Background: an optimization exercise with open tools, aiming at small area. Do not read the settings as production practice. Only simulation tests tie the RTL to the original design; equivalence was not proved. Power figures rest on the tool's default switching activity, not on a simulated workload.

==> design/flow/design.v <==
package mips_pkg;
    localparam logic [5:0] OP_RTYPE = 6'b000000;
    localparam logic [5:0] OP_LW    = 6'b100011;
    localparam logic [5:0] OP_SW    = 6'b101011;
    localparam logic [5:0] OP_BEQ   = 6'b000100;
    localparam logic [5:0] OP_ADDI  = 6'b001000;
    localparam logic [5:0] OP_ANDI  = 6'b001100;
    localparam logic [5:0] OP_ORI   = 6'b001101;
    localparam logic [5:0] OP_SLTI  = 6'b001010;
    localparam logic [2:0] ALU_ADD   = 3'b000;
    localparam logic [2:0] ALU_SUB   = 3'b001;
    localparam logic [2:0] ALU_FUNCT = 3'b010;
    localparam logic [2:0] ALU_AND   = 3'b011;
    localparam logic [2:0] ALU_OR    = 3'b100;
    localparam logic [2:0] ALU_SLT   = 3'b101;
    typedef struct packed {
        logic       reg_write;
        logic       mem_to_reg;
        logic       mem_read;
        logic       mem_write;
        logic       branch;
        logic       alu_src;
        logic       reg_dest;
        logic [2:0] alu_op;
    } ctrl_t;
endpackage
module reg_file #(
    parameter int unsigned NUM_REGS = 32,
    parameter int unsigned DATA_W   = 32
) (
    input  logic              clk,
    input  logic              reset,
    input  logic [4:0]        ra1,
    input  logic [4:0]        ra2,
    input  logic              we,
    input  logic [4:0]        wa,
    input  logic [DATA_W-1:0] wd,
    output logic [DATA_W-1:0] rd1,
    output logic [DATA_W-1:0] rd2
);
    logic [NUM_REGS-1:0][DATA_W-1:0] regs_q;
    always_ff @(posedge clk) begin
        if (reset) begin
            for (int i = 0; i < int'(NUM_REGS); i++) begin
                regs_q[i] <= '0;
            end
        end else if (we && (wa != 5'd0)) begin
            regs_q[wa] <= wd;
        end
    end
    always_comb begin
        rd1 = (ra1 == 5'd0) ? '0 : regs_q[ra1];
        rd2 = (ra2 == 5'd0) ? '0 : regs_q[ra2];
    end
endmodule
module id_stage
#(
    parameter int unsigned NUM_REGS = 32,
    parameter int unsigned DATA_W   = 32
) (
    input  logic              clk,
    input  logic              reset,
    input  logic [31:0]       instr,
    input  logic [DATA_W-1:0] pc_4_in,
    input  logic              flush,
    input  logic              ex_mem_read,
    input  logic [4:0]        ex_rt,
    input  logic              wb_reg_write,
    input  logic [4:0]        wb_addr,
    input  logic [DATA_W-1:0] wb_data,
    output logic [DATA_W-1:0] pc_4,
    output logic [DATA_W-1:0] reg1,
    output logic [DATA_W-1:0] reg2,
    output logic [DATA_W-1:0] sign_extend,
    output logic [4:0]        rt,
    output logic [4:0]        rd,
    output logic              RegWrite,
    output logic              MemToReg,
    output logic              MemRead,
    output logic              MemWrite,
    output logic              Branch,
    output logic              ALUSrc,
    output logic              RegDest,
    output logic [2:0]        ALUOp,
    output logic              stall
);
    logic [5:0] opcode;
    logic [4:0] rs;
    logic       uses_rt;
    logic       bubble;
    mips_pkg::ctrl_t      dec;
    mips_pkg::ctrl_t      ctrl;
    assign opcode = instr[31:26];
    assign rs     = instr[25:21];
    assign rt     = instr[20:16];
    assign rd     = instr[15:11];
    assign pc_4   = pc_4_in;
    reg_file #(
        .NUM_REGS(NUM_REGS),
        .DATA_W  (DATA_W)
    ) u_reg_file (
        .clk  (clk),
        .reset(reset),
        .ra1  (rs),
        .ra2  (rt),
        .we   (wb_reg_write),
        .wa   (wb_addr),
        .wd   (wb_data),
        .rd1  (reg1),
        .rd2  (reg2)
    );
    always_comb begin
        dec = '0;
        case (opcode)
            mips_pkg::OP_RTYPE: begin
                dec.reg_write = 1'b1;
                dec.reg_dest  = 1'b1;
                dec.alu_op    = mips_pkg::ALU_FUNCT;
            end
            mips_pkg::OP_LW: begin
                dec.reg_write  = 1'b1;
                dec.mem_to_reg = 1'b1;
                dec.mem_read   = 1'b1;
                dec.alu_src    = 1'b1;
                dec.alu_op     = mips_pkg::ALU_ADD;
            end
            mips_pkg::OP_SW: begin
                dec.mem_write = 1'b1;
                dec.alu_src   = 1'b1;
                dec.alu_op    = mips_pkg::ALU_ADD;
            end
            mips_pkg::OP_BEQ: begin
                dec.branch = 1'b1;
                dec.alu_op = mips_pkg::ALU_SUB;
            end
            mips_pkg::OP_ADDI: begin
                dec.reg_write = 1'b1;
                dec.alu_src   = 1'b1;
                dec.alu_op    = mips_pkg::ALU_ADD;
            end
            mips_pkg::OP_ANDI: begin
                dec.reg_write = 1'b1;
                dec.alu_src   = 1'b1;
                dec.alu_op    = mips_pkg::ALU_AND;
            end
            mips_pkg::OP_ORI: begin
                dec.reg_write = 1'b1;
                dec.alu_src   = 1'b1;
                dec.alu_op    = mips_pkg::ALU_OR;
            end
            mips_pkg::OP_SLTI: begin
                dec.reg_write = 1'b1;
                dec.alu_src   = 1'b1;
                dec.alu_op    = mips_pkg::ALU_SLT;
            end
            default: ;
        endcase
    end
    always_comb begin
        if ((opcode == mips_pkg::OP_ANDI) || (opcode == mips_pkg::OP_ORI)) begin
            sign_extend = {{(DATA_W-16){1'b0}}, instr[15:0]};
        end else begin
            sign_extend = {{(DATA_W-16){instr[15]}}, instr[15:0]};
        end
    end
    assign uses_rt = (opcode == mips_pkg::OP_RTYPE) || (opcode == mips_pkg::OP_SW) || (opcode == mips_pkg::OP_BEQ);
    assign stall = ex_mem_read && (ex_rt != 5'd0)
                   && ((ex_rt == rs) || (uses_rt && (ex_rt == rt)))
                   && !flush && !reset;
    assign bubble = stall || flush || reset;
    assign ctrl   = bubble ? '0 : dec;
    assign RegWrite = ctrl.reg_write;
    assign MemToReg = ctrl.mem_to_reg;
    assign MemRead  = ctrl.mem_read;
    assign MemWrite = ctrl.mem_write;
    assign Branch   = ctrl.branch;
    assign ALUSrc   = ctrl.alu_src;
    assign RegDest  = ctrl.reg_dest;
    assign ALUOp    = ctrl.alu_op;
endmodule
==> design/flow/run.sh <==
#!/bin/bash
# synth_recipe.tcl (not shown) runs the flow's synth.tcl, then flattens the netlist and writes it again
# the make line also repeats each setting of config.mk as NAME=value (left out here)
make -C /OpenROAD-flow-scripts/flow DESIGN_CONFIG=/design/flow/config.mk WORK_HOME=/design/flow/orfs CLKGATE_MAP_FILE= SYNTH_SCRIPT=/design/flow/synth_recipe.tcl finish
==> design/flow/config.mk <==
export PLATFORM = sky130hd
export DESIGN_NAME = id_stage
export DESIGN_NICKNAME = id_stage
export VERILOG_FILES = /design/flow/design.v
export SDC_FILE = /design/flow/constraint.sdc
export NUM_CORES = 4
export LEC_CHECK = 0
export CAP_MARGIN = 20
export CORE_MARGIN = 2
export CORE_UTILIZATION = 40
export SLEW_MARGIN = 20
==> design/flow/constraint.sdc <==
create_clock -name core_clock -period 6.0 [get_ports {clk}]
set_input_delay 1.2000 -clock core_clock [delete_from_list [all_inputs] [get_ports {clk}]]
set_output_delay 1.2000 -clock core_clock [all_outputs]
set_load 0.01 [all_outputs]
==> impl_metrics.env, run 1 <==
export IMPL_rr_worst_depth=2
export IMPL_min_period_ns=5.50
export IMPL_clock_sinks=1024
export IMPL_largest_register_ffs=1024
export IMPL_grt_max_degree=188
export IMPL_critPathLaunchType="input port"
export IMPL_rsz0062_at_grt="false"
export IMPL_skew_ns=0
export IMPL_synth_ff_type="dfxtp_1"
export IMPL_power_frac_clock=0.455
export IMPL_tightestPinTransition_ns=1.12
export IMPL_io_pins=260
export IMPL_post_cts_resized=0
export IMPL_overflow=0
export IMPL_outcome="finished clean"
export IMPL_yosys_area_top_type_share=0.391
export IMPL_r2r_setup_slack_ns=5.29
export IMPL_ir_worst_vdd_v=0.000229
export IMPL_max_freq_ghz=0.182
export IMPL_synth_area_sq_um=52400
export IMPL_clk_pin_slew_ns=0.06
export IMPL_grt_total_usage=0.280
export IMPL_yosysTopAreaCell="dfxtp_1"
export IMPL_power_density_nw_per_um2=262
export IMPL_setup_violations=0
export IMPL_synth_seq_area_share=0.391
export IMPL_regMostFlops="u_reg_file.regs_q"
export IMPL_die_height_um=366
export IMPL_grt_pass1_wl_um=283000
export IMPL_netlist_top_cells_area="dfxtp_1, mux4_2, nand2_1, mux2i_1, a21oi_1"
export IMPL_drv_cap=0
export IMPL_cts_root_buf="clkbuf_16"
export IMPL_critPathSlowestCell="mux4_2"
export IMPL_port_buffers=161
export IMPL_fin_nets=5195
export IMPL_cp_slowest_stage_delay_ns=0.57
export IMPL_die_w_um=366
export IMPL_async_reset_ff_frac=0
export IMPL_synth_edf_count=0
export IMPL_rr_startpoint="u_reg_file.regs_q[675]"
export IMPL_wl_per_cell_um=27.9
export IMPL_hold_class="reg2reg"
export IMPL_hold_viol_final=0
export IMPL_p_leak_uw=0.0202
export IMPL_reg_top3="u_reg_file.regs_q x1024"
export IMPL_initial_core_util=0.404
export IMPL_arrival_ns=4.30
export IMPL_ctsHoldBuffers=0
export IMPL_num_vias=43100
export IMPL_dpl_cell_count=6713
export IMPL_synth_common_cells="nand2_1, dfxtp_1, a21oi_1"
export IMPL_path_buf_inv=3
export IMPL_drt_total_wl_um=193000
export IMPL_whs_endpoint="u_reg_file.regs_q[464]"
export IMPL_cts_tree="built"
export IMPL_fin_crit_sh=0.916
export IMPL_cts_max_level=3
export IMPL_final_antenna_net_count=0
export IMPL_crit_type="in2out"
export IMPL_place_gp_congestion=0.960
export IMPL_postSynthAreaPerCell_sq_um=10.1
export IMPL_firstDrtPassIters=6
export IMPL_drtIter0Drc=5233
export IMPL_pwr_share_seq=0.444
export IMPL_core_area_sq_um=130000
export IMPL_cp_top_family="buffers and inverters"
export IMPL_num_rows=132
export IMPL_finalNonFillerCells=6916
export IMPL_cp_max_fo=48
export IMPL_hp_start="u_reg_file.regs_q[464]"
export IMPL_reg2reg_to="u_reg_file.regs_q[675]"
export IMPL_ys_types=57
export IMPL_slew_viol_final=0
export IMPL_yosys_register_bits=1024
export IMPL_vias_per_cell=6.23
export IMPL_synth_cells=5200
export IMPL_cts_path_max_buffers=3
export IMPL_synth_fp_nets=5313
export IMPL_fill_cells=12100
export IMPL_end_kind="primary output"
export IMPL_synth_most_common_cell="nand2_1"
export IMPL_antenna_found_initial=6
export IMPL_hpwlAfterDp_um=124000
export IMPL_cts_setup_buffers=0
export IMPL_drc=0
export IMPL_power_internal_uw=11500
export IMPL_drive_above_1_share=0.219
export IMPL_first_global_vias=41800
export IMPL_hold_depth=2
export IMPL_switching_power_uw=4010
export IMPL_worstPathCellList="buf_8 -> buf_4 -> mux4_2 -> mux2_2 -> o21ai_0 -> a31oi_1 -> clkdlybuf4s50_1"
export IMPL_relSlewSlack=0.254
export IMPL_dieArea_sq_um=134000
export IMPL_clk_latency_ns=0.70
export IMPL_setup_tns_ns=0
export IMPL_areaGrowthSynthToFinish_pct=13.3
export IMPL_cts_inserted_buffers=107
export IMPL_swShare=0.258
export IMPL_ys_warnings_count=2
export IMPL_pwr_share_comb=0.102
export IMPL_crit_required_ns=4.80
==> logic make-up (layout without fill, tap and decap cells) <==
group / after synthesis / in the layout / synth area share
AOI/OAI and AO/OA: 1048 / 1048 / 0.124
and+or+nand+nor: 1534 / 1534 / 0.119
muxes: 931 / 931 / 0.303
adders and majority gates: 2 / 2 / 0.000477
buffers and inverters: 649 / 620 / 0.0607
other: 0 / 3 / 0
xor gates and xnor gates: 12 / 12 / 0.00201
DFF: 1024 / 1024 / 0.391
==> routing by layer <==
layer,vias to the layer above,global-route usage,wire length (um)
met3,494,0.0627,19300
met1,21600,0.367,75900
met2,2549,0.437,87300
li1,18500,-,-
met5,-,0,13
met4,2,0.131,10200
==> layout by cell type (no fill, tap or decap), drive strengths merged, types with 3 or more instances in the layout <==
cell              n
nand2b            9
clkbuf          157
a221oi           20
o21a              4
nor4             10
or3               8
xnor2             3
nand3            18
o21ai            68
buf             268
and3              9
bufinv           11
mux2            109
xor2              9
a31oi            46
nor3b             7
diode             3
a22o            244
mux2i           310
nor2            265
dfxtp          1024
nand2          1094
a21oi           609
clkdlybuf4s50   150
or2               3
clkinvlp          6
a22oi            45
clkinv           22
nor2b            40
inv               6
nor3             22
mux4            512
and2             41
==> per-stage QoR <==
step / util / hold slack (ns) / setup slack, ns / area (sq um) / total power (uW)
after floorplan: - / 0.443 / 1.74 / 52400 / 7960
after global placement: 0.428 / 0.448 / 0.563 / 55600 / 8580
after detailed placement: 0.428 / 0.456 / 0.596 / 55600 / 8590
after CTS: 0.457 / 0.465 / 0.594 / 59300 / 15600
after global routing: 0.457 / 0.484 / 0.407 / 59400 / 15900
final: 0.457 / 0.463 / 0.502 / 59400 / 15600
==> worst max path at each step <==
stage / start / endpoint / slack [ns] / cells after the start
after floorplan: instr[16] / stall / 1.74 / 7
after global placement: instr[22] / reg1[26] / 0.56 / 9
after detailed placement: instr[16] / reg2[13] / 0.60 / 7
after CTS: instr[16] / reg2[13] / 0.59 / 7
after global routing: instr[19] / stall / 0.41 / 8
final: instr[16] / reg2[13] / 0.50 / 7
==> power by group through the flow <==
stage	sequential (uW)	combinational (uW)	clock [uW]
global route	6900	1630	7380
finish	6900	1580	7070
CTS	6900	1550	7110
detailed placement	7050	1540	0
global placement	7050	1540	0
floorplan	7030	925	0
==> worst min-delay path, delay by kind of cell, from the launching register on <==
kind / cells / cell delay [ns]
AO/OA/AOI/OAI: 1 / 0.05
flip-flops: 1 / 0.31
AND/OR/NAND/NOR: 1 / 0.05
==> area by class of cell <==
class | count | area [sq um] | area share
Multi-Input combinational cell | 3527 | 29000 | 0.488
Sequential cell | 1024 | 20500 | 0.345
Timing Repair Buffer | 418 | 3970 | 0.0669
Clock buffer | 157 | 3190 | 0.0537
Tap cell | 1742 | 2180 | 0.0367
Clock inverter | 41 | 510 | 0.00860
Inverter | 4 | 15.0 | 0.000253
Antenna cell | 3 | 7.51 | 0.000126
==> inputs of run 2 (changes only) <==
--- a/design/flow/design.v
+++ b/design/flow/design.v
@@ -25,4 +25,138 @@
     } ctrl_t;
 endpackage
+module rf_aoi222 (
+    input  logic a1, a2, b1, b2, c1, c2,
+    output logic y
+);
+    assign y = ~((a1 & a2) | (b1 & b2) | (c1 & c2));
+endmodule
+module rf_inv (
+    input  logic a,
+    output logic y
+);
+    assign y = ~a;
+endmodule
+module rf_nor2 (
+    input  logic a, b,
+    output logic y
+);
+    assign y = ~(a | b);
+endmodule
+module rf_nand2 (
+    input  logic a, b,
+    output logic y
+);
+    assign y = ~(a & b);
+endmodule
+module rf_nand3 (
+    input  logic a, b, c,
+    output logic y
+);
+    assign y = ~(a & b & c);
+endmodule
+module rf_nand4 (
+    input  logic a, b, c, d,
+    output logic y
+);
+    assign y = ~(a & b & c & d);
+endmodule
+module rf_a22o (
+    input  logic a1, a2, b1, b2,
+    output logic y
+);
+    assign y = (a1 & a2) | (b1 & b2);
+endmodule
+module rf_or3 (
+    input  logic a, b, c,
+    output logic y
+);
+    assign y = a | b | c;
+endmodule
+module rf_rdbit (
+    input  logic [31:1] d,
+    input  logic [31:1] s,
+    output logic        y
+);
+    logic [10:0] t;
+    logic [2:0]  g;
+    for (genvar k = 0; k < 10; k++) begin : g_aoi
+        rf_aoi222 u_aoi (
+            .a1(s[3*k+1]), .a2(d[3*k+1]),
+            .b1(s[3*k+2]), .b2(d[3*k+2]),
+            .c1(s[3*k+3]), .c2(d[3*k+3]),
+            .y (t[k])
+        );
+    end
+    rf_nand2 u_last (.a(s[31]), .b(d[31]), .y(t[10]));
+    rf_nand4 u_g0 (.a(t[0]), .b(t[1]), .c(t[2]), .d(t[3]), .y(g[0]));
+    rf_nand4 u_g1 (.a(t[4]), .b(t[5]), .c(t[6]), .d(t[7]), .y(g[1]));
+    rf_nand3 u_g2 (.a(t[8]), .b(t[9]), .c(t[10]), .y(g[2]));
+    rf_or3   u_or (.a(g[0]), .b(g[1]), .c(g[2]), .y(y));
+endmodule
+module rf_rdec (
+    input  logic [4:0]  a,
+    output logic [31:1] s
+);
+    logic [4:0] an;
+    logic [3:0] lo_n;
+    logic [7:0] hi_n;
+    for (genvar k = 0; k < 5; k++) begin : g_inv
+        rf_inv u_inv (.a(a[k]), .y(an[k]));
+    end
+    for (genvar k = 0; k < 4; k++) begin : g_lo
+        rf_nand2 u_lo (
+            .a(k[1] ? a[1] : an[1]),
+            .b(k[0] ? a[0] : an[0]),
+            .y(lo_n[k])
+        );
+    end
+    for (genvar k = 0; k < 8; k++) begin : g_hi
+        rf_nand3 u_hi (
+            .a(k[2] ? a[4] : an[4]),
+            .b(k[1] ? a[3] : an[3]),
+            .c(k[0] ? a[2] : an[2]),
+            .y(hi_n[k])
+        );
+    end
+    for (genvar i = 1; i < 32; i++) begin : g_sel
+        rf_nor2 u_sel (.a(hi_n[i/4]), .b(lo_n[i%4]), .y(s[i]));
+    end
+endmodule
+module rf_wdec (
+    input  logic        reset,
+    input  logic        we,
+    input  logic [4:0]  wa,
+    output logic [31:1] w,
+    output logic [31:1] h
+);
+    logic       en;
+    logic [4:0] an;
+    logic [3:0] lo_n;
+    logic [7:0] hi_n;
+    assign en = we & ~reset;
+    for (genvar k = 0; k < 5; k++) begin : g_inv
+        rf_inv u_inv (.a(wa[k]), .y(an[k]));
+    end
+    for (genvar k = 0; k < 4; k++) begin : g_lo
+        rf_nand2 u_lo (
+            .a(k[1] ? wa[1] : an[1]),
+            .b(k[0] ? wa[0] : an[0]),
+            .y(lo_n[k])
+        );
+    end
+    for (genvar k = 0; k < 8; k++) begin : g_hi
+        rf_nand4 u_hi (
+            .a(en),
+            .b(k[2] ? wa[4] : an[4]),
+            .c(k[1] ? wa[3] : an[3]),
+            .d(k[0] ? wa[2] : an[2]),
+            .y(hi_n[k])
+        );
+    end
+    for (genvar i = 1; i < 32; i++) begin : g_ctl
+        rf_nor2 u_w (.a(hi_n[i/4]), .b(lo_n[i%4]), .y(w[i]));
+        rf_nor2 u_h (.a(reset), .b(w[i]), .y(h[i]));
+    end
+endmodule
 module reg_file #(
     parameter int unsigned NUM_REGS = 32,
@@ -39,17 +173,30 @@
     output logic [DATA_W-1:0] rd2
 );
-    logic [NUM_REGS-1:0][DATA_W-1:0] regs_q;
+    logic [31:1][DATA_W-1:0] regs_q;
+    logic [31:1][DATA_W-1:0] regs_d;
+    logic [31:1]             wsel, hold;
+    logic [31:1]             sel1, sel2;
+    rf_wdec u_wdec (.reset(reset), .we(we), .wa(wa), .w(wsel), .h(hold));
+    for (genvar i = 1; i < 32; i++) begin : g_reg
+        for (genvar b = 0; b < int'(DATA_W); b++) begin : g_bit
+            rf_a22o u_nx (
+                .a1(wsel[i]), .a2(wd[b]),
+                .b1(hold[i]), .b2(regs_q[i][b]),
+                .y (regs_d[i][b])
+            );
+        end
+    end
     always_ff @(posedge clk) begin
-        if (reset) begin
-            for (int i = 0; i < int'(NUM_REGS); i++) begin
-                regs_q[i] <= '0;
-            end
-        end else if (we && (wa != 5'd0)) begin
-            regs_q[wa] <= wd;
+        regs_q <= regs_d;
+    end
+    rf_rdec u_rdec1 (.a(ra1), .s(sel1));
+    rf_rdec u_rdec2 (.a(ra2), .s(sel2));
+    for (genvar b = 0; b < int'(DATA_W); b++) begin : g_bit
+        logic [31:1] col;
+        for (genvar i = 1; i < 32; i++) begin : g_col
+            assign col[i] = regs_q[i][b];
         end
-    end
-    always_comb begin
-        rd1 = (ra1 == 5'd0) ? '0 : regs_q[ra1];
-        rd2 = (ra2 == 5'd0) ? '0 : regs_q[ra2];
+        rf_rdbit u_rd1 (.d(col), .s(sel1), .y(rd1[b]));
+        rf_rdbit u_rd2 (.d(col), .s(sel2), .y(rd2[b]));
     end
 endmodule
--- a/design/flow/config.mk
+++ b/design/flow/config.mk
@@ -6,6 +6,12 @@
 export NUM_CORES = 4
 export LEC_CHECK = 0
-export CAP_MARGIN = 20
+export CAP_MARGIN = 0
 export CORE_MARGIN = 2
 export CORE_UTILIZATION = 40
-export SLEW_MARGIN = 20
+export CTS_BUF_LIST = sky130_fd_sc_hd__clkbuf_16
+export CTS_CLUSTER_DIAMETER = 100
+export CTS_CLUSTER_SIZE = 24
+export SETUP_SLACK_MARGIN = 0.2
+export SLEW_MARGIN = 0
+export SYNTH_HIERARCHICAL = 1
+export SYNTH_MINIMUM_KEEP_SIZE = 0
==> run 2 against run 1 <==
Critical endpoint is now reg1[13]; register-to-register slack improved by 0.07 ns; hold slack improved by 0.042 ns; clock power fell by 49%.
==> impl_metrics.env, run 2 <==
export IMPL_setup_violations=0
export IMPL_antenna_found_initial=8
export IMPL_yosys_register_bits=992
export IMPL_port_buffers=161
export IMPL_num_vias=38700
export IMPL_tightestPinTransition_ns=1.38
export IMPL_slew_viol_final=0
export IMPL_grt_max_degree=34
export IMPL_ys_types=33
export IMPL_setup_tns_ns=0
export IMPL_fin_nets=3719
export IMPL_ys_warnings_count=8
export IMPL_cts_root_buf="clkbuf_16"
export IMPL_final_antenna_net_count=0
export IMPL_ir_worst_vdd_v=0.000246
export IMPL_die_w_um=314
export IMPL_place_area_sq_um=43800
export IMPL_initial_core_util=0.404
export IMPL_overflow=0
export IMPL_hpwlAfterDp_um=106000
export IMPL_relSlewSlack=0.0756
export IMPL_drv_cap=0
export IMPL_vias_per_cell=7.94
export IMPL_regMostFlops="u_reg_file.regs_q"
export IMPL_firstDrtPassIters=15
export IMPL_cp_max_fo=32
export IMPL_synth_common_cells="a22o_1, dfxtp_1, a222oi_1"
export IMPL_grt_total_usage=0.362
export IMPL_die_height_um=314
export IMPL_netlist_top_cells_area="dfxtp_1, a22o_1, a222oi_1, nand4_1, buf_4"
export IMPL_io_pins=260
export IMPL_design_area_sq_um=45300
export IMPL_drc=0
export IMPL_outcome="finished clean"
export IMPL_rsz0062_at_grt="true"
export IMPL_num_rows=113
export IMPL_postSynthAreaPerCell_sq_um=11.8
export IMPL_crit_type="in2out"
export IMPL_skew_ns=0
export IMPL_layout_common_cells="a22o_1, dfxtp_1, a222oi_1"
export IMPL_critPathLaunchType="input port"
export IMPL_synth_ff_type="dfxtp_1"
export IMPL_largest_register_ffs=992
export IMPL_synth_cells=3254
export IMPL_first_global_vias=36100
export IMPL_clk_pin_slew_ns=0.09
export IMPL_drt_total_wl_um=193000
export IMPL_arrival_ns=4.73
export IMPL_synth_edf_count=0
export IMPL_dieArea_sq_um=98500
export IMPL_end_kind="primary output"
export IMPL_p_leak_uw=0.0160
export IMPL_cts_tree="built"
export IMPL_cts_max_level=2
export IMPL_yosysTopAreaCell="dfxtp_1"
export IMPL_max_freq_ghz=0.169
export IMPL_fin_crit_sh=0.989
export IMPL_grt_pass1_wl_um=263000
export IMPL_synth_area_sq_um=38400
export IMPL_areaGrowthSynthToFinish_pct=18.1
export IMPL_async_reset_ff_frac=0
export IMPL_synth_seq_area_share=0.517
export IMPL_cts_inserted_buffers=47
export IMPL_place_gp_congestion=0.919
export IMPL_power_density_nw_per_um2=246
export IMPL_yosys_area_top_type_share=0.517
export IMPL_fin_util=0.477
export IMPL_core_area_sq_um=95000
export IMPL_cts_path_max_buffers=3
export IMPL_min_period_ns=5.93
export IMPL_fill_cells=8691
export IMPL_drive_above_1_share=0.113
export IMPL_reg_top3="u_reg_file.regs_q x992"
export IMPL_hold_viol_final=0
export IMPL_crit_required_ns=4.80
export IMPL_synth_fp_nets=3365
export IMPL_drtIter0Drc=10400
export IMPL_hold_class="reg2reg"
export IMPL_wl_per_cell_um=39.5
export IMPL_clock_sinks=992
export IMPL_clk_latency_ns=0.64
## run 2: worst max-delay path, cell delays in order
cell and delay (ns):
clkdlybuf4s50_1 0.59, nand2_1 0.42, nor2_4 0.99, a222oi_1 0.30, nand4_1 0.27, or3_1 0.31, clkdlybuf4s50_1 0.60
## run 2: repair_timing
action / in CTS / in global routing
pin swaps: 10 / 14
cloned: 12 / 9
buffers inserted: 0 / 3
resized for setup: 5 / 17
hold buffers: 0 / 0
setup endpoints to repair: 20 / 50
## run 2: area by class of cell
cell class	instances	area (sq um)	area share
Antenna cell	4	10.0	0.000221
Clock buffer	47	1180	0.0260
Clock inverter	4	32.5	0.000718
Inverter	18	67.6	0.00149
Multi-Input combinational cell	2191	19000	0.420
Sequential cell	992	19900	0.438
Tap cell	1265	1580	0.0349
Timing Repair Buffer	358	3550	0.0783
## run 2: per-layer routing
layer	global-route usage	vias to the layer above	part of all wire
li1	-	15500	-
met1	0.467	18700	0.37
met2	0.514	3625	0.40
met3	0.116	845	0.15
met4	0.248	6	0.079
met5	0.00242	-	0.00013
## run 2: path summary, 6_finish.rpt
path,to,cells past startpoint,slack (ns),start
worst max register to register,u_reg_file.regs_q[730],1,5.36,u_reg_file.regs_q[730]
worst min-delay path,u_reg_file.regs_q[902],1,0.51,u_reg_file.regs_q[902]
worst max-delay path,reg1[13],7,0.07,instr[21]
worst min register to register,u_reg_file.regs_q[902],1,0.51,u_reg_file.regs_q[902]
## run 2: modules after synthesis (local to each module, per instance), excerpt
module | cells | area (sq um)
id_stage | 134 | 960
rf_wdec | 1 | 13.8
rf_aoi222 | 1 | 10.0
rf_a22o | 1 | 8.76
rf_nand4 | 1 | 6.26
rf_or3 | 1 | 6.26
rf_nand3 | 1 | 5.00
rf_inv | 1 | 3.75
rf_nand2 | 1 | 3.75
rf_nor2 | 1 | 3.75
## run 2: cells by family (layout without fill, tap and decap cells)
| kind of cell | after synthesis | in the layout | synth area share |
|---|---|---|---|
| AO/OA/AOI/OAI | 1643 | 1643 | 0.395 |
| flip-flops | 992 | 992 | 0.517 |
| AND/OR/NAND/NOR | 516 | 537 | 0.0685 |
| buffers and inverters | 92 | 427 | 0.0162 |
| XOR/XNOR | 10 | 10 | 0.00228 |
| multiplexers | 1 | 1 | 0.000261 |
| other | 0 | 4 | 0 |
## run 2: power breakdown
group          internal (uW)  total [uW]  switching [uW]
logic                    193         844             651
registers               6630        6670            39.7
clock network           1420        3630            2210
## run 2: metrics by stage
stage                     total power [uW]  worst slack, ns  hold WS (ns)  cells
final                                11100           0.0675         0.505   4879
after global routing                 11400            0.148         0.515   4876
after CTS                            11100            0.115         0.505   4863
after detailed placement              7590           0.0473         0.476   4800
after global placement                7590           0.0545         0.472   4800
after floorplan                       7080             1.83         0.460   3254
==> inputs of run 3 (changes only) <==
==> design/flow/flow/run.sh (new file) <==
#!/bin/bash
# Standard ORFS layout with two changes: ports are buffered with plain
# sky130_fd_sc_hd__buf_1 cells instead of the delay-cell default, and clock
# tree synthesis uses clkbuf_16 sink buffers over larger clusters, without
# dummy loads. make's full output goes to flow.log in the work folder; each
# ORFS step keeps its own log under orfs/logs/.
set -euo pipefail
export BUFFER_PORTS_ARGS="-buffer_cell sky130_fd_sc_hd__buf_1"
export CTS_ARGS="-sink_clustering_enable -repair_clock_nets -dont_use_dummy_load -buf_list {sky130_fd_sc_hd__clkbuf_16} -sink_clustering_size 24 -sink_clustering_max_diameter 100"
bash standard.sh finish > flow.log 2>&1
==> design/flow/standard.sh (new file) <==
#!/bin/bash
# synth_recipe.tcl (not shown) runs the flow's synth.tcl, then flattens the netlist and writes it again
# the make line also repeats each setting of config.mk as NAME=value (left out here)
make -C /OpenROAD-flow-scripts/flow DESIGN_CONFIG=/design/flow/config.mk WORK_HOME=/design/flow/orfs CLKGATE_MAP_FILE= SYNTH_SCRIPT=/design/flow/synth_recipe.tcl "${@:-finish}"
--- a/design/flow/config.mk
+++ b/design/flow/config.mk
@@ -9,8 +9,4 @@
 export CORE_MARGIN = 2
 export CORE_UTILIZATION = 40
-export CTS_BUF_LIST = sky130_fd_sc_hd__clkbuf_16
-export CTS_CLUSTER_DIAMETER = 100
-export CTS_CLUSTER_SIZE = 24
-export SETUP_SLACK_MARGIN = 0.2
 export SLEW_MARGIN = 0
 export SYNTH_HIERARCHICAL = 1
removed: design/flow/run.sh
==> run 3 against run 2 <==
Still clean on timing, DRC and antenna; via count shrank 0.67%; sequential cell count did not move; register-to-register slack got worse by 0.02 ns; count of clock-buffer cells in the layout unchanged; routed wire length fell by 2.9%; power decreased by 1.1%; global-route usage is 0.46 points lower; non-clock buffer count decreased by 35; critical endpoint is now reg2[28]; highest routed layer unchanged.
==> impl_metrics.env, run 3 <==
export IMPL_wl_per_cell_um=38.8
export IMPL_hold_viol_final=0
export IMPL_netlist_top_cells_area="dfxtp_1, a22o_1, a222oi_1, nand4_1, buf_4"
export IMPL_drt_total_wl_um=187000
export IMPL_die_height_um=314
export IMPL_yosys_area_share_xor_xnor=0.00228
export IMPL_tightestPinTransition_ns=1.39
export IMPL_design_area_sq_um=43500
export IMPL_layout_common_cells="a22o_1, dfxtp_1, a222oi_1"
export IMPL_clock_sinks=992
export IMPL_antenna_found_initial=9
export IMPL_drv_cap=0
export IMPL_postSynthAreaPerCell_sq_um=11.8
export IMPL_drtIter0Drc=10200
export IMPL_yosys_area_share_simple=0.0685
export IMPL_clk_latency_ns=0.64
export IMPL_ctsHoldBuffers=0
export IMPL_power_density_nw_per_um2=253
export IMPL_synthMuxAreaShare=0.000261
export IMPL_num_vias=38500
export IMPL_setup_violations=0
export IMPL_synth_area_sq_um=38400
export IMPL_yosys_register_bits=992
export IMPL_synth_adder_area_share=0
export IMPL_fin_nets=3663
export IMPL_areaGrowthSynthToFinish_pct=13.4
export IMPL_synth_common_cells="a22o_1, dfxtp_1, a222oi_1"
export IMPL_drive_above_1_share=0.0980
export IMPL_largest_register_ffs=992
export IMPL_io_pins=260
export IMPL_drc=0
export IMPL_ir_worst_vdd_v=0.000188
export IMPL_grt_total_usage=0.358
export IMPL_cts_inserted_buffers=47
export IMPL_slew_viol_final=0
export IMPL_crit_type="in2out"
export IMPL_relSlewSlack=0.0706
export IMPL_synth_compound_area_frac=0.395
export IMPL_cts_setup_buffers=0
export IMPL_place_area_sq_um=42400
export IMPL_clk_pin_slew_ns=0.06
export IMPL_port_buffers=161
export IMPL_hpwlAfterDp_um=108000
export IMPL_fin_crit_sh=0.944
export IMPL_critPathLaunchType="input port"
export IMPL_skew_ns=0
export IMPL_reg_top3="u_reg_file.regs_q x992"
export IMPL_synth_fp_nets=3365
export IMPL_num_rows=113
export IMPL_cp_max_fo=11
export IMPL_total_power_uw=11000
export IMPL_first_global_vias=35500
export IMPL_p_leak_uw=0.0153
export IMPL_ys_warnings_count=8
export IMPL_yosys_area_top_type_share=0.517
export IMPL_yosysTopAreaCell="dfxtp_1"
export IMPL_rsz0062_at_grt="false"
export IMPL_end_kind="primary output"
export IMPL_hold_class="reg2reg"
export IMPL_whs_ns=0.500
export IMPL_initial_core_util=0.404
export IMPL_cts_max_level=2
export IMPL_min_period_ns=5.67
export IMPL_cts_tree="built"
export IMPL_overflow=0
export IMPL_grt_pass1_wl_um=261000
export IMPL_dieArea_sq_um=98500
export IMPL_async_reset_ff_frac=0
export IMPL_synth_top_family_by_area="compound AO/OA/AOI/OAI gates"
export IMPL_arrival_ns=4.47
export IMPL_synth_cells=3254
export IMPL_vias_per_cell=7.98
export IMPL_ys_types=33
export IMPL_final_antenna_net_count=0
export IMPL_cts_path_max_buffers=3
export IMPL_core_area_sq_um=95000
export IMPL_outcome="finished clean"
export IMPL_synth_ff_type="dfxtp_1"
export IMPL_setup_tns_ns=0
export IMPL_regMostFlops="u_reg_file.regs_q"
export IMPL_synth_edf_count=0
export IMPL_place_gp_congestion=0.910
export IMPL_max_freq_ghz=0.177
export IMPL_cts_root_buf="clkbuf_16"
export IMPL_die_w_um=314
export IMPL_grt_max_degree=34
export IMPL_post_cts_resized=0
export IMPL_synth_seq_area_share=0.517
export IMPL_crit_required_ns=4.80
export IMPL_firstDrtPassIters=13
## run 3: where the power goes
group	leakage [uW]	switching [uW]	internal, uW
clock	0.000579	2180	1410
sequential	0.00800	40.5	6630
combinational	0.00675	623	133
## run 3: final timing paths
check                                            start                endpoint  slack, ns  cells past startpoint
worst max register to register   u_reg_file.regs_q[10]   u_reg_file.regs_q[10]       5.34                      1
worst min-delay path            u_reg_file.regs_q[834]  u_reg_file.regs_q[834]       0.50                      1
worst max-delay path                         instr[18]                reg2[28]       0.33                      9
worst min register to register  u_reg_file.regs_q[834]  u_reg_file.regs_q[834]       0.50                      1
## run 3: kinds of logic after synthesis
| logic type | after synthesis |
|---|---|
| DFF | 992 |
| buffers and inverters | 92 |
| AOI/OAI and AO/OA | 1643 |
| and+or+nand+nor | 516 |
| muxes | 1 |
| xor gates and xnor gates | 10 |
## run 3: per-stage QoR
step                setup slack (ns)  instances   util
finish                         0.334       4818  0.458
global route                   0.377       4815  0.458
CTS                            0.700       4815  0.458
detailed placement             0.704       4768  0.446
global placement               0.767       4768  0.446
floorplan                       1.83       3254      -
## run 3: critical path, cell delays in order
cell and delay [ns]:
buf_1 0.54, inv_1 0.20, nand3_1 0.32, nor2_4 0.19, buf_4 0.24, a222oi_1 0.61, nand4_1 0.50, or3_1 0.51
buf_1 0.14
## run 3: area by class of cell
cell class | instances | area [sq um]
Timing Repair Buffer | 323 | 2020
Inverter | 18 | 67.6
Sequential cell | 992 | 19900
Multi-Input combinational cell | 2170 | 18800
Tap cell | 1265 | 1580
Clock buffer | 47 | 1180
Antenna cell | 3 | 7.51
Fill cell | 8784 | 51500
## run 3: per-layer routing
| layer | GRT usage | vias up | routed length [um] |
|---|---|---|---|
| li1 | - | 15400 | - |
| met1 | 0.474 | 18800 | 69900 |
| met2 | 0.503 | 3624 | 75500 |
| met3 | 0.113 | 665 | 28200 |
| met4 | 0.221 | 6 | 13400 |
| met5 | 0.0135 | - | 181 |
## run 3: modules after synthesis (local to each module, per instance), excerpt
module	flip-flops and latches	copies in the design	cells
id_stage	0	1	134
rf_wdec	0	1	1
rf_aoi222	0	640	1
rf_a22o	0	992	1
rf_nand4	0	136	1
rf_or3	0	64	1
rf_nand3	0	80	1
rf_inv	0	15	1
rf_nand2	0	76	1
rf_nor2	0	124	1
==> inputs of run 4 (changes only) <==
--- a/design/flow/design.v
+++ b/design/flow/design.v
@@ -96,5 +96,6 @@
 module rf_rdec (
     input  logic [4:0]  a,
-    output logic [31:1] s
+    output logic [31:1] s_lo,
+    output logic [31:1] s_hi
 );
     logic [4:0] an;
@@ -120,5 +121,6 @@
     end
     for (genvar i = 1; i < 32; i++) begin : g_sel
-        rf_nor2 u_sel (.a(hi_n[i/4]), .b(lo_n[i%4]), .y(s[i]));
+        rf_nor2 u_sel_lo (.a(hi_n[i/4]), .b(lo_n[i%4]), .y(s_lo[i]));
+        rf_nor2 u_sel_hi (.a(hi_n[i/4]), .b(lo_n[i%4]), .y(s_hi[i]));
     end
 endmodule
@@ -127,6 +129,8 @@
     input  logic        we,
     input  logic [4:0]  wa,
-    output logic [31:1] w,
-    output logic [31:1] h
+    output logic [31:1] w_lo,
+    output logic [31:1] h_lo,
+    output logic [31:1] w_hi,
+    output logic [31:1] h_hi
 );
     logic       en;
@@ -155,6 +159,8 @@
     end
     for (genvar i = 1; i < 32; i++) begin : g_ctl
-        rf_nor2 u_w (.a(hi_n[i/4]), .b(lo_n[i%4]), .y(w[i]));
-        rf_nor2 u_h (.a(reset), .b(w[i]), .y(h[i]));
+        rf_nor2 u_w_lo (.a(hi_n[i/4]), .b(lo_n[i%4]), .y(w_lo[i]));
+        rf_nor2 u_h_lo (.a(reset), .b(w_lo[i]), .y(h_lo[i]));
+        rf_nor2 u_w_hi (.a(hi_n[i/4]), .b(lo_n[i%4]), .y(w_hi[i]));
+        rf_nor2 u_h_hi (.a(reset), .b(w_hi[i]), .y(h_hi[i]));
     end
 endmodule
@@ -175,12 +181,15 @@
     logic [31:1][DATA_W-1:0] regs_q;
     logic [31:1][DATA_W-1:0] regs_d;
-    logic [31:1]             wsel, hold;
-    logic [31:1]             sel1, sel2;
-    rf_wdec u_wdec (.reset(reset), .we(we), .wa(wa), .w(wsel), .h(hold));
+    logic [31:1]             w_lo, h_lo, w_hi, h_hi;
+    logic [31:1]             sel1_lo, sel1_hi, sel2_lo, sel2_hi;
+    rf_wdec u_wdec (
+        .reset(reset), .we(we), .wa(wa),
+        .w_lo(w_lo), .h_lo(h_lo), .w_hi(w_hi), .h_hi(h_hi)
+    );
     for (genvar i = 1; i < 32; i++) begin : g_reg
         for (genvar b = 0; b < int'(DATA_W); b++) begin : g_bit
             rf_a22o u_nx (
-                .a1(wsel[i]), .a2(wd[b]),
-                .b1(hold[i]), .b2(regs_q[i][b]),
+                .a1(b < 16 ? w_lo[i] : w_hi[i]), .a2(wd[b]),
+                .b1(b < 16 ? h_lo[i] : h_hi[i]), .b2(regs_q[i][b]),
                 .y (regs_d[i][b])
             );
@@ -190,6 +199,6 @@
         regs_q <= regs_d;
     end
-    rf_rdec u_rdec1 (.a(ra1), .s(sel1));
-    rf_rdec u_rdec2 (.a(ra2), .s(sel2));
+    rf_rdec u_rdec1 (.a(ra1), .s_lo(sel1_lo), .s_hi(sel1_hi));
+    rf_rdec u_rdec2 (.a(ra2), .s_lo(sel2_lo), .s_hi(sel2_hi));
     for (genvar b = 0; b < int'(DATA_W); b++) begin : g_bit
         logic [31:1] col;
@@ -197,6 +206,6 @@
             assign col[i] = regs_q[i][b];
         end
-        rf_rdbit u_rd1 (.d(col), .s(sel1), .y(rd1[b]));
-        rf_rdbit u_rd2 (.d(col), .s(sel2), .y(rd2[b]));
+        rf_rdbit u_rd1 (.d(col), .s(b < 16 ? sel1_lo : sel1_hi), .y(rd1[b]));
+        rf_rdbit u_rd2 (.d(col), .s(b < 16 ? sel2_lo : sel2_hi), .y(rd2[b]));
     end
 endmodule
==> design/flow/flow/run.sh (replaced) <==
#!/bin/bash
# Standard ORFS layout with a structured placement of the register file:
# - ports are buffered with plain sky130_fd_sc_hd__buf_1 cells instead of the
#   delay-cell default;
# - clock tree synthesis uses clkbuf_16 sink buffers over larger clusters,
#   without dummy loads.
# Each step's full output goes to its own log file in the work folder; each
# ORFS step also keeps its own log under orfs/logs/.
set -euo pipefail
export BUFFER_PORTS_ARGS="-buffer_cell sky130_fd_sc_hd__buf_1"
export CTS_ARGS="-sink_clustering_enable -repair_clock_nets -dont_use_dummy_load -buf_list {sky130_fd_sc_hd__clkbuf_16} -sink_clustering_size 24 -sink_clustering_max_diameter 100"
R=orfs/results/sky130hd/id_stage/base
bash standard.sh floorplan > flow_floorplan.log 2>&1
GRID_IN=$R/2_floorplan.odb GRID_OUT=$R/2_floorplan.odb GRID_CW=22 GRID_MID=40 \
  GRID_LIB=$FLOW_HOME/platforms/sky130hd/lib/sky130_fd_sc_hd__tt_025C_1v80.lib \
  openroad -no_init -exit flow/grid.tcl > grid.log 2>&1
bash standard.sh do-3_1_place_gp_skip_io do-3_2_place_iop do-3_3_place_gp > flow_place_gp.log 2>&1
GRID_IN=$R/3_3_place_gp.odb GRID_OUT=$R/3_3_place_gp.odb \
  openroad -no_init -exit flow/unfix.tcl > unfix.log 2>&1
bash standard.sh do-3_4_place_resized do-3_5_place_dp do-3_place do-3_place.sdc > flow_place_dp.log 2>&1
bash standard.sh finish > flow_finish.log 2>&1
==> design/flow/flow/grid.tcl (new file) <==
# Structured placement of the register file: bit b is a column, register i a
# pair of rows. Each column holds, per register, the flip-flop and its next-state
# AND-OR cell, and the read-port AOI cells of each group of three registers;
# the read combine cells of the bit sit close to the cells they collect. The cells placed here
# are set FIXED so that global placement puts the rest of the logic around them.
# usage: openroad -exit grid.tcl  (env GRID_IN, GRID_OUT, GRID_CW: column width in
# sites, GRID_MID: gap in sites between bits 15 and 16, GRID_LIB: liberty file)
# The grid is centred in the core; the gap in its middle and the strips on its
# sides are left to global placement for the decoders and the rest.
read_db $::env(GRID_IN)
# Without timing-driven global placement, the standard flow leaves synthesis's
# buffers in place; remove them here as timing-driven placement would.
if {[info exists ::env(GRID_LIB)]} {
  read_liberty $::env(GRID_LIB)
  remove_buffers
}
set block [ord::get_db_block]
set core [$block getCoreArea]
set rows [$block getRows]
set site [[lindex $rows 0] getSite]
set sw [$site getWidth]
set rh [$site getHeight]
set cx0 [$core xMin]
set cy0 [$core yMin]
set nsites [expr {([$core xMax] - $cx0) / $sw}]
set nrows [llength $rows]
set cw $::env(GRID_CW)
set mid [expr {[info exists ::env(GRID_MID)] ? $::env(GRID_MID) : 0}]
set strip [expr {[info exists ::env(GRID_MID)] ? ($nsites - 32 * $cw - $mid) / 2 : $nsites - 32 * $cw - 4}]
set arows 62
set r0 [expr {($nrows - $arows) / 2}]
puts "GRID sites $nsites rows $nrows strip $strip cw $cw r0 $r0"
if {$strip + 32 * $cw + $mid > $nsites} { error "grid does not fit" }

proc out_net {inst} {
  foreach it [$inst getITerms] {
    if {[$it isOutputSignal]} { return [$it getNet] }
  }
  return NULL
}
proc sinks {net} {
  set r {}
  foreach it [$net getITerms] {
    if {[$it isInputSignal]} { lappend r [$it getInst] }
  }
  return $r
}
proc driver {net} {
  foreach it [$net getITerms] {
    if {[$it isOutputSignal]} { return [$it getInst] }
  }
  return NULL
}
proc place {inst col row off} {
  global cx0 cy0 sw rh strip cw r0 mid
  set x [expr {$cx0 + ($strip + $col * $cw + ($col >= 16 ? $mid : 0) + $off) * $sw}]
  set y [expr {$cy0 + ($r0 + $row) * $rh}]
  set orient [expr {(($r0 + $row) % 2) ? "MX" : "R0"}]
  $inst setOrient $orient
  $inst setLocation $x $y
  $inst setPlacementStatus FIRM
}
# Port (1 or 2) and bit that a read cell finally drives, through the combine cells.
proc read_port {inst} {
  set cur $inst
  for {set d 0} {$d < 4} {incr d} {
    set n [out_net $cur]
    if {$n eq "NULL"} { return {} }
    foreach bt [$n getBTerms] {
      if {[regexp {^reg([12])\[(\d+)\]$} [$bt getName] -> p b]} { return [list $p $b] }
    }
    set s [sinks $n]
    if {[llength $s] != 1} { return {} }
    set cur [lindex $s 0]
  }
  return {}
}

set placed 0
for {set i 1} {$i < 32} {incr i} {
  set j [expr {$i - 1}]
  for {set b 0} {$b < 32} {incr b} {
    set idx [expr {$j * 32 + $b}]
    set f [$block findInst [format {u_reg_file.regs_q\[%d\]$_DFF_P_} $idx]]
    if {$f eq "NULL"} { error "no flop $idx" }
    set dnet [[$f findITerm D] getNet]
    set m [driver $dnet]
    set qnet [[$f findITerm Q] getNet]
    if {$i < 31} {
      place $f $b [expr {2 * $j}] 0
      place $m $b [expr {2 * $j + 1}] 0
    } else {
      place $f $b 60 0
      place $m $b 61 0
    }
    incr placed 2
    set k [expr {$j / 3}]
    foreach s [sinks $qnet] {
      if {$s eq $m} { continue }
      if {[$s getPlacementStatus] eq "FIRM"} { continue }
      set pb [read_port $s]
      if {$pb eq {}} { continue }
      lassign $pb p bb
      if {$bb != $b} { error "bit mismatch" }
      if {$i < 31} {
        place $s $b [expr {6 * $k + 1 + 2 * ($p - 1)}] 8
      } else {
        place $s $b 61 [expr {8 + 4 * ($p - 1)}]
      }
      incr placed
    }
  }
}
# Combine cells, placed near the read cells they collect: the NANDs in free
# slots of the flip-flop rows, the final OR in the rows that hold only an
# AND-OR cell.
proc row_of {inst} {
  global cy0 rh r0
  return [expr {([lindex [$inst getLocation] 1] - $cy0) / $rh - $r0}]
}
proc in_drivers {inst} {
  set r {}
  foreach it [$inst getITerms] {
    if {[$it isInputSignal] && [$it getNet] ne "NULL"} {
      set d [driver [$it getNet]]
      if {$d ne "NULL"} { lappend r $d }
    }
  }
  return $r
}
proc free_row {col target cand} {
  global busy
  set best -1
  foreach r $cand {
    if {[info exists busy($col,$r)]} { continue }
    if {$best < 0 || abs($r - $target) < abs($best - $target)} { set best $r }
  }
  set busy($col,$best) 1
  return $best
}
set even_rows {}
for {set r 0} {$r < 62} {incr r 2} { lappend even_rows $r }
set or_rows {}
for {set r 5} {$r < 60} {incr r 6} { lappend or_rows $r }
set ors {}
foreach inst [$block getInsts] {
  if {[$inst getPlacementStatus] eq "FIRM"} { continue }
  set mt [[$inst getMaster] getName]
  if {![regexp {nand4|nand3|or3} $mt]} { continue }
  set pb [read_port $inst]
  if {$pb eq {}} { continue }
  lassign $pb p b
  if {[string match *or3* $mt]} { lappend ors [list $inst $b]; continue }
  set sum 0.0; set n 0
  foreach d [in_drivers $inst] {
    if {[$d getPlacementStatus] eq "FIRM"} { set sum [expr {$sum + [row_of $d]}]; incr n }
  }
  if {$n == 0} { error "combine cell without placed inputs" }
  set r [free_row $b [expr {$sum / $n}] $even_rows]
  place $inst $b $r 16
  incr placed
}
foreach ob $ors {
  lassign $ob inst b
  set sum 0.0; set n 0
  foreach d [in_drivers $inst] {
    if {[$d getPlacementStatus] eq "FIRM"} { set sum [expr {$sum + [row_of $d]}]; incr n }
  }
  if {$n == 0} { error "or cell without placed inputs" }
  set r [free_row $b [expr {$sum / $n}] $or_rows]
  place $inst $b $r 8
  incr placed
}
puts "GRID placed $placed"
write_db $::env(GRID_OUT)
==> design/flow/flow/unfix.tcl (new file) <==
# Releases the cells that flow/grid.tcl fixed, so that resizing and detailed
# placement may touch them. Tap cells stay fixed.
read_db $::env(GRID_IN)
set n 0
foreach inst [[ord::get_db_block] getInsts] {
  if {[$inst getPlacementStatus] eq "FIRM" && ![string match *TAP* [$inst getName]] && ![string match PHY* [$inst getName]]} { $inst setPlacementStatus PLACED; incr n }
}
puts "UNFIX $n"
write_db $::env(GRID_OUT)
--- a/design/flow/config.mk
+++ b/design/flow/config.mk
@@ -6,8 +6,10 @@
 export NUM_CORES = 4
 export LEC_CHECK = 0
-export CAP_MARGIN = 0
+export CAP_MARGIN = 20
 export CORE_MARGIN = 2
-export CORE_UTILIZATION = 40
-export SLEW_MARGIN = 0
+export CORE_UTILIZATION = 30
+export GPL_TIMING_DRIVEN = 0
+export SETUP_SLACK_MARGIN = 0.3
+export SLEW_MARGIN = 20
 export SYNTH_HIERARCHICAL = 1
 export SYNTH_MINIMUM_KEEP_SIZE = 0
==> run 4 against run 3 <==
Critical endpoint is now reg2[30]; largest power group unchanged; clock skew is the same; critical path depth is 1 lower; hold slack better by 0.0010 ns; count of clock-buffer cells in the layout did not move; clock power fell by 5%; area after synthesis rose by 1.2%; synthesized cell count up 3.8%; critical path type unchanged; register-to-register slack better by 0.02 ns; cell count grew 10%; sequential share of layout area rose by 0.23 points.
==> impl_metrics.env, run 4 <==
export IMPL_outcome="finished clean"
export IMPL_design_area_sq_um=43300
export IMPL_synth_common_cells="a22o_1, dfxtp_1, a222oi_1"
export IMPL_async_reset_ff_frac=0
export IMPL_slew_viol_final=0
export IMPL_place_gp_congestion=0.904
export IMPL_yosys_area_top_type_share=0.511
export IMPL_relSlewSlack=0.152
export IMPL_skew_ns=0
export IMPL_synth_edf_count=0
export IMPL_r2r_setup_slack_ns=5.36
export IMPL_drive_above_1_share=0.0963
export IMPL_layout_common_cells="a22o_1, dfxtp_1, a222oi_1"
export IMPL_end_kind="primary output"
export IMPL_synth_area_sq_um=38900
export IMPL_ys_warnings_count=8
export IMPL_whs_endpoint="u_reg_file.regs_q[978]"
export IMPL_yosys_register_bits=992
export IMPL_crit_type="in2out"
export IMPL_setup_violations=0
export IMPL_drv_cap=0
export IMPL_crit_top_cell="buf_1"
export IMPL_ctsHoldBuffers=0
export IMPL_cts_tree="built"
export IMPL_cp_top_family="simple AND/OR/NAND/NOR gates"
export IMPL_power_density_nw_per_um2=246
export IMPL_rsz0062_at_grt="true"
export IMPL_max_freq_ghz=0.172
export IMPL_synth_cells=3378
export IMPL_synth_fp_nets=3489
export IMPL_drt_total_wl_um=130000
export IMPL_ir_worst_vdd_v=0.000228
export IMPL_num_vias=36200
export IMPL_critPathSlowestCell="nand2_1"
export IMPL_grt_total_usage=0.179
export IMPL_min_period_ns=5.82
export IMPL_final_antenna_net_count=0
export IMPL_num_rows=132
export IMPL_crit_required_ns=4.80
export IMPL_fin_ws_ns=0.181
export IMPL_cp_slowest_stage_delay_ns=0.91
export IMPL_crit_path_start="instr[16]"
export IMPL_reg_top3="u_reg_file.regs_q x992"
export IMPL_drtIter0Drc=9665
export IMPL_fin_nets=3665
export IMPL_firstDrtPassIters=13
export IMPL_initial_core_util=0.301
export IMPL_cts_root_buf="clkbuf_16"
export IMPL_clock_sinks=992
export IMPL_dieArea_sq_um=132000
export IMPL_hold_class="reg2reg"
export IMPL_first_global_vias=29400
export IMPL_grt_max_degree=33
export IMPL_setup_tns_ns=0
export IMPL_dpl_worst_slack_ns=0.383
export IMPL_arrival_ns=4.62
export IMPL_antenna_found_initial=27
export IMPL_cp_max_fo=16
export IMPL_rr_worst_depth=1
export IMPL_postSynthAreaPerCell_sq_um=11.5
export IMPL_clk_pin_slew_ns=0.09
export IMPL_vias_per_cell=6.82
export IMPL_drc=0
export IMPL_port_buffers=161
export IMPL_cts_inserted_buffers=47
export IMPL_ys_types=33
export IMPL_worstPathCellList="buf_1 -> inv_1 -> nand2_1 -> nor2_2 -> a222oi_1 -> nand4_1 -> or3_1 -> buf_1"
export IMPL_fin_util=0.336
export IMPL_die_height_um=364
export IMPL_largest_register_ffs=992
export IMPL_cts_setup_buffers=0
export IMPL_areaGrowthSynthToFinish_pct=11.5
export IMPL_critPathLaunchType="input port"
export IMPL_overflow=0
export IMPL_cts_max_level=2
export IMPL_fin_crit_sh=0.970
export IMPL_die_w_um=364
export IMPL_grt_pass1_wl_um=190000
export IMPL_hold_depth=1
export IMPL_tightestPinTransition_ns=1.27
export IMPL_hpwlAfterDp_um=101000
export IMPL_rr_startpoint="u_reg_file.regs_q[639]"
export IMPL_place_area_sq_um=41700
export IMPL_cts_path_max_buffers=3
export IMPL_hold_viol_final=0
export IMPL_synth_seq_area_share=0.511
export IMPL_regMostFlops="u_reg_file.regs_q"
export IMPL_p_leak_uw=0.0148
export IMPL_io_pins=260
export IMPL_clk_latency_ns=0.58
export IMPL_wl_per_cell_um=24.5
export IMPL_core_area_sq_um=129000
export IMPL_path_buf_inv=3
export IMPL_netlist_top_cells_area="dfxtp_1, a22o_1, a222oi_1, nor2_1, nand4_1"
export IMPL_yosysTopAreaCell="dfxtp_1"
export IMPL_hp_start="u_reg_file.regs_q[978]"
export IMPL_total_power_uw=10700
export IMPL_synth_ff_type="dfxtp_1"
export IMPL_reg2reg_to="u_reg_file.regs_q[639]"
## run 4: modules after synthesis (local to each module, per instance), a selection
module / cells inside / flip-flops and latches / times used
id_stage: 134 / 0 / 1
rf_aoi222: 1 / 0 / 640
rf_inv: 1 / 0 / 15
rf_nand2: 1 / 0 / 76
rf_nand3: 1 / 0 / 80
rf_nor2: 1 / 0 / 248
rf_wdec: 1 / 0 / 1
## run 4: per-stage QoR
stage	hold WS, ns	std cells
floorplan	0.460	3378
global placement	0.482	5207
detailed placement	0.476	5246
CTS	0.499	5293
global route	0.509	5294
finish	0.501	5299
## run 4: area by class of cell
class / instances / area [sq um]
repair buffers: 201 / 1050
clock buffers: 47 / 1180
flip-flops and latches: 992 / 19900
multi-input cells: 2294 / 19000
fillers: 13200 / 85700
well taps: 1742 / 2180
diodes: 5 / 12.5
inverters: 18 / 67.6
## run 4: metal layers
metal	track usage	vias to the layer above	part of all wire
met5	0.00472	-	0.0023
met4	0.0533	40	0.030
met3	0.0713	264	0.18
met2	0.234	2870	0.37
met1	0.264	17400	0.42
li1	-	15600	-
## run 4: power breakdown
part           internal (uW)  total, uW  switching, uW
registers               6630       6670           38.0
clock network           1400       3420           2020
logic                    115        593            477
total                   8150      10700           2530
## run 4: how the worst max path moves through the flow
| stage | cells after the start | endpoint | slack [ns] |
|---|---|---|---|
| floorplan | 6 | reg1[0] | 2.14 |
| global placement | 6 | u_reg_file.regs_q[896] | 0.07 |
| detailed placement | 7 | reg1[16] | 0.38 |
| CTS | 7 | reg1[16] | 0.38 |
| global route | 8 | reg2[30] | 0.29 |
| finish | 8 | reg2[30] | 0.18 |
## run 4: cells by family (layout without fill, tap and decap cells)
| kind of cell | count (synthesis) | count (layout) | synth area share |
|---|---|---|---|
| buffers and inverters | 92 | 266 | 0.0160 |
| AO/OA/AOI/OAI | 1643 | 1643 | 0.391 |
| multiplexers | 1 | 1 | 0.000258 |
| XOR/XNOR | 10 | 10 | 0.00225 |
| AND/OR/NAND/NOR | 640 | 640 | 0.0797 |
| flip-flops | 992 | 992 | 0.511 |
| other | 0 | 5 | 0 |
## run 4: repair_timing
action                                  4_1_cts  5_1_grt
resized for setup                             0        2
endpoints found under the hold margin         0        0
endpoints found under the setup margin        0       27
==> inputs of run 5 (changes only) <==
--- a/design/flow/flow/run.sh
+++ b/design/flow/flow/run.sh
@@ -9,5 +9,5 @@
 set -euo pipefail
 export BUFFER_PORTS_ARGS="-buffer_cell sky130_fd_sc_hd__buf_1"
-export CTS_ARGS="-sink_clustering_enable -repair_clock_nets -dont_use_dummy_load -buf_list {sky130_fd_sc_hd__clkbuf_16} -sink_clustering_size 24 -sink_clustering_max_diameter 100"
+export CTS_ARGS="-sink_clustering_enable -repair_clock_nets -dont_use_dummy_load -buf_list {sky130_fd_sc_hd__clkbuf_16} -sink_clustering_size 28 -sink_clustering_max_diameter 100"
 R=orfs/results/sky130hd/id_stage/base
 bash standard.sh floorplan > flow_floorplan.log 2>&1
==> run 5 against run 4 <==
First-iteration DRC count increased by 0.63%; hold slack about the same; core utilization is 0.11 points lower; clock skew unchanged; via count decreased by 0.12%; sequential cell count unchanged; design area is 0.33% lower; register-to-register slack is essentially flat; largest cell class unchanged.
==> impl_metrics.env, run 5 <==
export IMPL_firstDrtPassIters=10
export IMPL_initial_core_util=0.301
export IMPL_ctsHoldBuffers=0
export IMPL_ys_types=33
export IMPL_critPathSlowestCell="nand2_1"
export IMPL_synth_common_cells="a22o_1, dfxtp_1, a222oi_1"
export IMPL_ys_warnings_count=8
export IMPL_fin_crit_sh=0.967
export IMPL_cp_slowest_stage_delay_ns=0.85
export IMPL_drive_above_1_share=0.0948
export IMPL_synth_cells=3378
export IMPL_regMostFlops="u_reg_file.regs_q"
export IMPL_drc=0
export IMPL_core_area_sq_um=129000
export IMPL_antenna_found_initial=28
export IMPL_synth_ff_type="dfxtp_1"
export IMPL_crit_top_cell="buf_1"
export IMPL_cts_tree="built"
export IMPL_dieArea_sq_um=132000
export IMPL_crit_required_ns=4.80
export IMPL_worstPathCellList="buf_1 -> inv_1 -> nand2_1 -> nor2_2 -> a222oi_1 -> nand4_1 -> or3_1 -> buf_1"
export IMPL_multi_input_area_sq_um=19000
export IMPL_num_rows=132
export IMPL_cts_inserted_buffers=41
export IMPL_drt_total_wl_um=130000
export IMPL_p_leak_uw=0.0147
export IMPL_final_antenna_net_count=0
export IMPL_die_w_um=364
export IMPL_vias_per_cell=6.82
export IMPL_yosys_register_bits=992
export IMPL_reg_top3="u_reg_file.regs_q x992"
export IMPL_synth_seq_area_share=0.511
export IMPL_outcome="finished clean"
export IMPL_die_height_um=364
export IMPL_cts_max_level=2
export IMPL_synth_fp_nets=3489
export IMPL_yosys_area_top_type_share=0.511
export IMPL_clk_latency_ns=0.59
export IMPL_postSynthAreaPerCell_sq_um=11.5
export IMPL_ir_worst_vdd_v=0.000220
export IMPL_overflow=0
export IMPL_seq_area_sq_um=19900
export IMPL_port_buffers=161
export IMPL_max_freq_ghz=0.172
export IMPL_critPathLaunchType="input port"
export IMPL_grt_max_degree=33
export IMPL_grt_total_usage=0.179
export IMPL_setup_tns_ns=0
export IMPL_async_reset_ff_frac=0
export IMPL_fin_nets=3659
export IMPL_min_period_ns=5.80
export IMPL_clock_sinks=992
export IMPL_layout_common_cells="a22o_1, dfxtp_1, a222oi_1"
export IMPL_cts_path_max_buffers=3
export IMPL_io_pins=260
export IMPL_num_vias=36100
export IMPL_slew_viol_final=0
export IMPL_drv_cap=0
export IMPL_hold_class="reg2reg"
export IMPL_areaGrowthSynthToFinish_pct=11.2
export IMPL_synth_edf_count=0
export IMPL_first_global_vias=29500
export IMPL_clk_pin_slew_ns=0.06
export IMPL_end_kind="primary output"
export IMPL_wl_per_cell_um=24.5
export IMPL_setup_violations=0
export IMPL_tightestPinTransition_ns=1.23
export IMPL_arrival_ns=4.60
export IMPL_rsz0062_at_grt="true"
export IMPL_drtIter0Drc=9726
export IMPL_cp_max_fo=16
export IMPL_crit_type="in2out"
export IMPL_cts_root_buf="clkbuf_16"
export IMPL_netlist_top_cells_area="dfxtp_1, a22o_1, a222oi_1, nor2_1, nand4_1"
export IMPL_fin_util=0.335
export IMPL_synth_area_sq_um=38900
export IMPL_path_buf_inv=3
export IMPL_grt_pass1_wl_um=190000
export IMPL_power_density_nw_per_um2=242
export IMPL_hpwlAfterDp_um=101000
export IMPL_yosysTopAreaCell="dfxtp_1"
export IMPL_place_gp_congestion=0.904
export IMPL_cp_top_family="simple AND/OR/NAND/NOR gates"
export IMPL_skew_ns=0
export IMPL_fill_cells=13200
export IMPL_largest_register_ffs=992
export IMPL_hold_viol_final=0
export IMPL_relSlewSlack=0.175
[run 5: cell counts after synthesis]
No cell type changed its count.
[run 5: logic make-up after synthesis]
| family | synth area share |
|---|---|
| compound gates | 0.391 |
| mux | 0.000258 |
| simple gates | 0.0797 |
| buf+inv | 0.0160 |
| xor+xnor | 0.00225 |
| flops | 0.511 |
[run 5: final cells by class]
| class | instances | area share |
|---|---|---|
| antenna | 8 | 0.000464 |
| clock buffer | 41 | 0.0238 |
| inverter | 18 | 0.00156 |
| multi-input combinational | 2294 | 0.440 |
| sequential | 992 | 0.460 |
| tap | 1742 | 0.0505 |
| timing repair buffer | 201 | 0.0243 |
[run 5: per-module statistics from Yosys, one instance, submodules excluded, excerpt]
module	times used	flip-flops and latches	cells
rf_aoi222	640	0	1
rf_nor2	248	0	1
rf_nand4	136	0	1
rf_nand3	80	0	1
rf_a22o	992	0	1
id_stage	1	0	134
rf_inv	15	0	1
rf_or3	64	0	1
rf_nand2	76	0	1
rf_wdec	1	0	1
[run 5: power breakdown]
group	internal [uW]	switching [uW]	total, uW
Combinational	115	478	594
Sequential	6630	38.0	6670
Clock	1240	1970	3200
[run 5: worst paths after layout]
kind                               start                     end  slack, ns  cells after the start
hold reg to reg   u_reg_file.regs_q[128]  u_reg_file.regs_q[128]       0.50                      1
setup reg to reg  u_reg_file.regs_q[642]  u_reg_file.regs_q[642]       5.36                      1
setup / recovery               instr[17]                reg2[30]       0.20                      8
hold / removal    u_reg_file.regs_q[128]  u_reg_file.regs_q[128]       0.50                      1
[run 5: timing repair]
action                                  4_1_cts  5_1_grt
resized for setup                             0        2
endpoints found under the setup margin        0       29
setup buffers                                 0        0
[run 5: through the flow]
stage	worst slack, ns	hold WS, ns	power, uW	cell area [sq um]	std cells
floorplan	2.14	0.460	7090	38900	3378
global placement	0.0675	0.482	7310	41100	5207
detailed placement	0.383	0.476	7350	41700	5246
CTS	0.380	0.500	10400	42700	5287
global route	0.267	0.511	10800	43200	5288
finish	0.195	0.501	10500	43200	5296
[run 5: layer usage]
layer	vias up	global-route usage	routed length, um	part of all wire
met3	293	0.0734	22700	0.17
met4	32	0.0563	4470	0.034
met5	-	0.00472	247	0.0019
met2	2850	0.233	48300	0.37
met1	17400	0.262	54200	0.42
li1	15600	-	-	-

-- separate check: timing with driven ports --
The flow's constraints put no driver on any port. The routed layouts listed below were extracted and timed again, unchanged, in two steps.
Step 1 (the two cells are an assumption about what drives the block):
set clk [get_ports {clk}]
set_driving_cell -lib_cell sky130_fd_sc_hd__clkbuf_16 $clk
set_driving_cell -lib_cell sky130_fd_sc_hd__buf_2 [delete_from_list [all_inputs] $clk]
Step 2 times the ports against the registers' clock, not the clock port: input delays grow and output delays shrink by t, the midpoint of the rising clock arrivals with the driver on.
a / b / c = ideal / step 1 / step 2; a / b = the first two.
run	t (ns)	slack for setup (ns)	latest minus earliest clock arrival (ns)	worst data-port slew with drivers (ns)	cell pins on the clock port's net
run 1	0.775	0.502 / 0.452 / 0.452	0.034 / 0.034	0.18	1
run 2	0.712	0.068 / -0.035 / -0.035	0.027 / 0.027	0.16	1
run 3	0.704	0.334 / 0.307 / 0.307	0.047 / 0.048	0.15	1
run 4	0.669	0.181 / 0.157 / 0.157	0.046 / 0.046	0.23	1
run 5	0.649	0.195 / 0.172 / 0.172	0.054 / 0.054	0.22	1
Met with ideal ports but missed after step 2: setup timing in run 2. For run 2, which loses most, drivers alone change the setup slack by -0.103 ns; drivers and shift together by -0.103 ns.
